This design comes from an exercise in tuning for small area, a short achievable clock period and few clock cycles on the open sky130 flow, not from production work. In this exercise RTL edits were held to simulation tests only and were not proved equivalent to the original. Power figures rest on the tool's default switching activity, not on a simulated workload.

// keyed_record_table_unit
module keyed_record_table_unit #(
	parameter int CAPACITY = 32
) (
	input  logic             clk,
	input  logic             arst_n,
	input  logic             start,
	output logic             busy,
	input  logic [86:0]      command,
	output logic             strobe,
	output logic [93:0]      result,
	input  logic             cfg_valid,
	output logic             cfg_ready,
	input  logic [15:0]      cfg_data
);
	localparam int N = 32;
	function automatic logic [N-1:0] pre_or(input logic [N-1:0] v);
		logic [N-1:0] a;
		a = {v[N-2:0], 1'b0};
		for (int d = 1; d < N; d = d * 2) a = a | (a << d);
		pre_or = a;
	endfunction
	function automatic logic gt5(input logic [4:0] a, input logic [4:0] b);
		logic g;
		g = 1'b0;
		for (int i = 0; i < 5; i++) g = (a[i] & ~b[i]) | (~(a[i] ^ b[i]) & g);
		gt5 = g;
	endfunction
	function automatic logic [4:0] dec5(input logic [4:0] a);
		logic [4:0] d;
		logic z;
		z = 1'b1;
		for (int i = 0; i < 5; i++) begin
			d[i] = a[i] ^ z;
			z = z & ~a[i];
		end
		dec5 = d;
	endfunction
	function automatic logic [4:0] enc32(input logic [N-1:0] oh);
		logic [4:0] e;
		e = '0;
		for (int i = 0; i < N; i++) if (oh[i]) e = e | 5'(i);
		enc32 = e;
	endfunction
	logic [30:0] key_m [N];
	logic [15:0] qty_m [N];
	logic [31:0] pr_m [N];
	logic [4:0]  rank_m [N];
	logic [N-1:0] vld_q;
	logic [5:0]  held_q;
	logic [15:0] thr_q;
	logic [N-1:0] qle_q;
	logic         qchg_q;
	logic [4:0]   fq_q;
	logic [N-1:0] fr_q;
	logic         fnone_q, fz_q;
	logic         b_v;
	logic [2:0]   b_cmd;
	logic [4:0]   b_idx;
	logic         b_le;
	logic [30:0]  b_key;
	logic [15:0]  b_qty;
	logic [31:0]  b_pr;
	logic [N-1:0] h_q;
	logic         anyh_q;
	logic         b_cont;
	logic [4:0]   jq_q;
	logic [N-1:0] rem_q;
	logic         zq_q;
	logic         c_v;
	logic [2:0]   c_st;
	logic [4:0]   c_idx;
	logic [5:0]   c_held;
  ...
export LEC_CHECK = 0
export CAP_MARGIN = 20
export CORE_MARGIN = 2
export CORE_UTILIZATION = 40
export CTS_CLUSTER_DIAMETER = 60
export CTS_CLUSTER_SIZE = 20
export SETUP_SLACK_MARGIN = 4
export SLEW_MARGIN = 30
create_clock -name core_clock -period 7.0 [get_ports {clk}]
run.sh (not shown) runs the stock make flow with config.mk's settings and CLKGATE_MAP_FILE= SYNTH_SCRIPT=/design/flow/synth_recipe.tcl, a recipe that flattens the netlist after the stock synthesis.
The starting point finished clean.
Testbench counts at the start, summed over its fixed seeds: cycles 5,120.
Then changed:
CTS_CLUSTER_DIAMETER = not set   (was 60)
CTS_CLUSTER_SIZE = not set   (was 20)
=> The new run ran to the end with no violations. Final area grows by about 1.2%. Via count grows by 0.79%. Worst setup slack gets worse by 32 ps. Die area does not change. Wire length grows by about 0.44%. Hold slack gets worse by 8.0 ps. Fmax shrinks by about 0.9%. Non-clock buffer count grows by 24. Power grows by about 5%. Area after synthesis is unchanged. Sequential cell count is unchanged.


## build 25
Another version of the RTL of keyed_record_table_unit (not shown whole).
Size in the first run: about 9400 cells after synthesis, roughly 3100 flip-flops, ~200 I/O pins.
Settings: LEC_CHECK=0, CAP_MARGIN=20, CORE_MARGIN=2, CORE_UTILIZATION=45, CTS_CLUSTER_DIAMETER=60, CTS_CLUSTER_SIZE=20, SETUP_SLACK_MARGIN=4, SLEW_MARGIN=30; clock period 7.0 ns.
Build 25 completed; timing, DRC and antenna clean
Testbench counts of build 25, summed over its fixed seeds: cycles 5,120.
[inputs] build 64 vs build 25
- swapping 45 for 50 in CORE_UTILIZATION
- swapping 4 for 4.5 in SETUP_SLACK_MARGIN
Findings:
- X dimension of the die: build 64 < build 25
- Diff build 64 and build 25: relative area change from synthesis to final layout higher in build 64
- Cmp build 64 vs build 25: wire length lower in build 64
Setup changes, build 64 to build 13
- swapping 4.5 for 4 in SETUP_SLACK_MARGIN
Notes after the runs:
Sort build 64 and build 13 by all-layer global routing usage, descending, and build 64 comes first. Sort build 64 and build 13 by total power asc -> top: build 13. Build 13 packs its core more loosely than build 64. Summary — number of cells on the critical path, build 13 relative to build 64: lower, by 2. On relative area change from synthesis to final layout, the higher figure sits with build 64, not build 13. Build 13 against build 64: combinational power shrank by about 7%, non-clock buffer total of the final layout shrank by about 20%.

==> static timing again, ports no longer ideal <==
How much do the figures lean on ideal ports? The routed layouts below were timed once more, with nothing changed but the port constraints.
Step 1 sets driving cells, clkbuf_16 on the clock port and buf_2 on the other inputs (assumed; they add their load-dependent delay and slew).
Step 2 times the ports against the registers' clock, not the clock port: input delays grow and output delays shrink by t, the midpoint of the rising clock arrivals with the driver on.
a / b / c = no drivers / after step 1 / after step 2; a / b = the first two.
run	t, ns	setup slack, ns	worst register clock-pin slew, ns	cell pins on the clock port's net
the first run of note 1	1.086	3.442 / 3.442 / 2.482	0.09 / 0.09	1
the second run of note 1	1.062	3.409 / 3.409 / 2.412	0.07 / 0.07	1
build 25	1.033	3.671 / 3.724 / 2.691	0.09 / 0.09	1
build 64	1.072	3.647 / 3.647 / 2.698	0.09 / 0.09	1
build 13	1.064	3.717 / 3.764 / 2.713	0.09 / 0.09	1
After both steps setup and hold are still met in every run listed. The setup slack of build 13, which loses most, moves by +0.047 ns with the drivers and by -1.004 ns with both steps.
